From an optimization exercise on the open Yosys and OpenROAD flow, aimed at small area, a short achievable clock period and few clock cycles; shortcuts taken in it are not production practice.
The RTL was checked by simulation tests, not by an equivalence proof against the original design.
Power and IR drop assume default switching activity.

==> flow/design.v (excerpt) <==
module encoder_hold_step_keyer #(
  parameter int unsigned SENSORS       = 2,
  parameter int unsigned LAYERS        = 8,
  parameter int unsigned ALLOW_ENTRIES = 2
) (
  input  logic                        clk_i,
  input  logic                        rst_ni,
  input  logic                        start,
  output logic                        busy,
  input  logic [74:0]                 req_i,
  output logic                        res_valid_o,
  output logic [7:0]                  res_o,
  input  logic                        cfg_we_i,
  input  logic [2:0]                  cfg_idx_i,
  input  logic [31:0]                 cfg_data_i
);
clock: 6.0 ns
lec_check: 0
abc_clock_period_in_ps: 3000
cap_margin: 20
core_margin: 2
core_utilization: 40
setup_slack_margin: 3.0
slew_margin: 20
tns_end_percent: 5
standard.sh (not shown) runs the stock make flow with config.mk's settings and CLKGATE_MAP_FILE= SYNTH_SCRIPT=/design/flow/synth_recipe.tcl, a recipe that flattens the netlist after the stock synthesis.
==> flow/flow/run.sh <==
#!/bin/bash
# The standard layout (standard.sh), with plain sky130_fd_sc_hd__buf_4 cells as
# the input and output port buffers instead of the delay-cell buffers that
# buffer_ports picks by default. Every port still gets its own buffer.
set -euo pipefail
bash standard.sh "BUFFER_PORTS_ARGS=-buffer_cell sky130_fd_sc_hd__buf_4" finish > make_finish.log 2>&1
The starting point completed without violations.
Testbench counts at the start, summed over its fixed seeds: cycles 13,660.
Then changed:
CORE_UTILIZATION = 70   (was 40)
CTS_BUF_LIST = sky130_fd_sc_hd__clkbuf_8   (was default)
PLACE_DENSITY = 0.75   (was default)
SETUP_SLACK_MARGIN = 3.2   (was 3.0)
Result:
- With this change the flow aborted during global routing (5_1_grt) on GRT-0232
- synthesized area does not change
- synthesized cell count is unchanged
Then changed:
ABC_CLOCK_PERIOD_IN_PS = default   (was 3000)
CAP_MARGIN = 10   (was 20)
CORE_UTILIZATION = 40   (was 70)
PLACE_DENSITY = default   (was 0.75)
SETUP_SLACK_MARGIN = 3.0   (was 3.2)
SLEW_MARGIN = 10   (was 20)
The new run completed without violations.
Area after synthesis is unchanged.
Synthesized cell count is unchanged.
Then changed:
CAP_MARGIN = 20   (was 10)
CORE_UTILIZATION = 45   (was 40)
SETUP_SLACK_MARGIN = 3.4   (was 3.0)
SLEW_MARGIN = 20   (was 10)
TNS_END_PERCENT = 10   (was 5)
Effect:
- count of clock-buffer cells in the layout came out higher by 8
- register-to-register slack gains 0.17 ns
- final cell count came out lower by 0.59%
- synthesized area does not change

---

== job 2230 ==
encoder_hold_step_keyer, a different RTL version from the one above (not shown whole).
Size in the first run: about 3800 cells after synthesis, about 860 flip-flops, roughly 120 I/O pins.
export LEC_CHECK = 0
export CAP_MARGIN = 20
export CORE_MARGIN = 2
export CORE_UTILIZATION = 40
export SETUP_SLACK_MARGIN = 2.8
export SLEW_MARGIN = 20
export TNS_END_PERCENT = 5
create_clock -name core_clock -period 6.0 [get_ports {clk_i}]
run.sh (not shown) runs the stock make flow with config.mk's settings and CLKGATE_MAP_FILE= SYNTH_SCRIPT=/design/flow/synth_recipe.tcl, a recipe that flattens the netlist after the stock synthesis.
Stock flow here: none of the scripts above is used.
Job 2230 did not stop at any stage, and its layout met the timing, DRC and antenna checks.
Testbench counts of job 2230, summed over its fixed seeds: cycles 13,660.
Relative to job 2230, the following input files were edited for job 2711:
# job 2230
export LEC_CHECK = 0
export CAP_MARGIN = 20
export CORE_MARGIN = 2
export CORE_UTILIZATION = 40
export SETUP_SLACK_MARGIN = 2.8
export SLEW_MARGIN = 20
export TNS_END_PERCENT = 5
create_clock -name core_clock -period 6.0 [get_ports {clk_i}]
# job 2711
export LEC_CHECK = 0
export CAP_MARGIN = 20
export CORE_MARGIN = 2
export CORE_UTILIZATION = 40
export SETUP_SLACK_MARGIN = 2.4
export SLEW_MARGIN = 20
export TNS_END_PERCENT = 5
create_clock -name core_clock -period 6.0 [get_ports {clk_i}]
--- outcome ---
What job 2711 reported for sum of met3 wire segment lengths after detailed routing has to be multiplied by 1.15 to get the figure for job 2230. Between job 2711 and job 2230, it is job 2711 whose routing usage on met3 is lower, by 0.33 points. [compare] base=job 2230 new=job 2711: highest achievable clock rate lost 5.2%, total power lost about 3.6%. Post-DP HPWL (lower): job 2230. [diff] total vias in the final route, job 2711 relative to job 2230: improvement. The higher final critical-path share of the clock period of job 2711 and job 2230 is in job 2711. Compared with job 2230, job 2711 shows a detail-routed net length per standard cell that is 0.42% higher.
Input-level comparison between job 5379 and job 2711:
# job 2711
export LEC_CHECK = 0
export CAP_MARGIN = 20
export CORE_MARGIN = 2
export CORE_UTILIZATION = 40
export SETUP_SLACK_MARGIN = 2.4
export SLEW_MARGIN = 20
export TNS_END_PERCENT = 5
create_clock -name core_clock -period 6.0 [get_ports {clk_i}]
# job 5379
export LEC_CHECK = 0
export ABC_CLOCK_PERIOD_IN_PS = 3000
export CAP_MARGIN = 20
export CORE_MARGIN = 2
export CORE_UTILIZATION = 40
export SETUP_SLACK_MARGIN = 2.8
export SLEW_MARGIN = 20
export TNS_END_PERCENT = 5
create_clock -name core_clock -period 6.0 [get_ports {clk_i}]
==> flow/flow/run.sh (new file) <==
#!/bin/bash
# The standard layout (standard.sh), with plain sky130_fd_sc_hd__buf_4 cells as
# the input and output port buffers instead of the delay-cell buffers that
# buffer_ports picks by default. Every port still gets its own buffer.
set -euo pipefail
bash standard.sh "BUFFER_PORTS_ARGS=-buffer_cell sky130_fd_sc_hd__buf_4" finish > make_finish.log 2>&1
==> flow/standard.sh (new file) <==
#!/bin/bash
# synth_recipe.tcl (not shown) runs the flow's synth.tcl, then flattens the netlist and writes it again
# the make line also repeats each setting of config.mk as NAME=value (left out here)
make -C /OpenROAD-flow-scripts/flow DESIGN_CONFIG=/design/flow/config.mk WORK_HOME=/design/flow/orfs CLKGATE_MAP_FILE= SYNTH_SCRIPT=/design/flow/synth_recipe.tcl "${@:-finish}"
removed: flow/run.sh
Compared with job 2711, job 5379 shows worst slack on hold paths lower by 0.0031 ns.
The final instance count without filler cells in job 5379 sits 0.31% above the value recorded for job 2711.
Internal power in job 5379 vs job 2711: up 1.6%
In the route summary, job 5379 ends up with a via count exceeding that of job 2711.
In the tables for job 5379 and job 2711, clock network power share reads higher with job 5379.
Re total wirelength of the detailed-routed design: job 2711 was lower than job 5379.

---

== red ==
encoder_hold_step_keyer with an RTL version that a note above also has.
Size in the first run: ~3700 cells after synthesis, ~900 flip-flops, about 120 I/O pins, roughly 0.041 mm² of cells after synthesis.
Settings: LEC_CHECK=0, ABC_CLOCK_PERIOD_IN_PS=3000, CAP_MARGIN=20, CORE_MARGIN=2, CORE_UTILIZATION=40, CTS_BUF_LIST=sky130_fd_sc_hd__clkbuf_8, SETUP_SLACK_MARGIN=3.2, SLEW_MARGIN=20, TNS_END_PERCENT=5; clock period 6.0 ns.
standard.sh (not shown) runs the stock make flow with config.mk's settings and CLKGATE_MAP_FILE= SYNTH_SCRIPT=/design/flow/synth_recipe.tcl, a recipe that flattens the netlist after the stock synthesis.
==> flow/flow/run.sh <==
#!/bin/bash
# The standard layout (standard.sh), with plain sky130_fd_sc_hd__buf_4 cells as
# the input and output port buffers instead of the delay-cell buffers that
# buffer_ports picks by default. Every port still gets its own buffer.
set -euo pipefail
bash standard.sh "BUFFER_PORTS_ARGS=-buffer_cell sky130_fd_sc_hd__buf_4" finish > make_finish.log 2>&1
Testbench counts of red, summed over its fixed seeds: cycles 13,660.
Changes in blue relative to red:
Settings: ABC_CLOCK_PERIOD_IN_PS no longer set, was 3000; CTS_BUF_LIST now sky130_fd_sc_hd__clkbuf_4 sky130_fd_sc_hd__clkbuf_8, was sky130_fd_sc_hd__clkbuf_8.
### Flow results
blue | status: complete | timing, DRC, antenna: pass. Power (lower): red. Worst setup slack for register-to-register paths on blue is behind red. From blue to red, mean area per synthesized cell did not move at all. Re part of the total power dissipated in combinational logic: blue is 0.4 points down on red. blue reports its first element of the critical path as busy_q while red reports w_q[0]. Diff red..blue | flip-flop and latch count | unchanged. blue ends up with lower count of plain and timing-repair buffers than red does. blue contains fewer vias than red. blue ends up with a final wirelength that is 0.64% lower than in red.
Input-level comparison between green and blue:
Settings: CAP_MARGIN: 20 -> 10; SLEW_MARGIN: 20 -> 10; CTS_BUF_LIST: sky130_fd_sc_hd__clkbuf_4 sky130_fd_sc_hd__clkbuf_8 -> sky130_fd_sc_hd__clkbuf_8.
| slack of the critical path | lower: green |
blue -> green: setup TNS after final layout delta 0, exact match
Compared to blue, green has total detailed-routing wirelength 690 µm lower.
Per the comparison of green with blue, non-clock inverter count in the final layout ~0 delta, clock share of power fell by 1.2 points, switching power of the nets closely matched the old numbers.
Input changes introduced in orange (baseline for comparison: green):
Settings: CAP_MARGIN changed from 10 to 20; SLEW_MARGIN changed from 10 to 20; TNS_END_PERCENT changed from 5 to 30.
[summary]
Diff green -> orange: maximum frequency saw an increase, required time reported for the critical path endpoint fell by 150 ps, post-synthesis instance total barely changed.
[orange] total power fell about 1.1% relative to green
Wire length of the first global-routing pass: orange vs green up 1300 µm

==> what the ideal ports hide <==
The results above use ideal ports. As a check the final layouts listed here were re-extracted and re-timed, cells and wires unchanged.
Step 1, drivers: a clkbuf_16 drives clk_i and a buf_2 each remaining input, both assumed.
Step 2 times the ports against the registers' clock, not the clock port: input delays grow and output delays shrink by t, the midpoint of the rising clock arrivals with the driver on.
Slacks: no drivers / after step 1 / after step 2; pairs: no drivers / after step 1.
| run | t (ns) | setup WS [ns] | hold WS [ns] | worst setup path at the end |
|---|---|---|---|---|
| the first run of note 1 | 0.748 | 2.792 / 2.792 / 2.119 | 0.322 / 0.322 / 0.322 | input to register |
| the third run of note 1 | 0.895 | 2.828 / 2.828 / 1.980 | 0.296 / 0.296 / 0.296 | input to register |
| the fourth run of note 1 | 0.897 | 2.925 / 2.948 / 2.051 | 0.304 / 0.304 / 0.304 | input to register |
| job 2230 | 0.742 | 2.469 / 2.469 / 1.793 | 0.316 / 0.316 / 0.316 | input to register |
| job 2711 | 0.730 | 2.275 / 2.321 / 1.591 | 0.313 / 0.313 / 0.313 | input to register |
| job 5379 | 0.742 | 2.581 / 2.613 / 1.875 | 0.310 / 0.310 / 0.310 | input to register |
| red | 0.899 | 2.892 / 2.892 / 2.065 | 0.306 / 0.306 / 0.306 | input to register |
| blue | 0.892 | 2.809 / 2.809 / 1.960 | 0.308 / 0.308 / 0.308 | input to register |
| green | 0.886 | 2.741 / 2.741 / 1.908 | 0.306 / 0.306 / 0.306 | input to register |
| orange | 0.873 | 2.851 / 2.851 / 2.119 | 0.308 / 0.308 / 0.308 | input to register |
After both steps setup and hold are still met in every run listed. For the fourth run of note 1, which loses most, drivers alone change the setup slack by +0.023 ns; drivers and shift together by -0.874 ns.
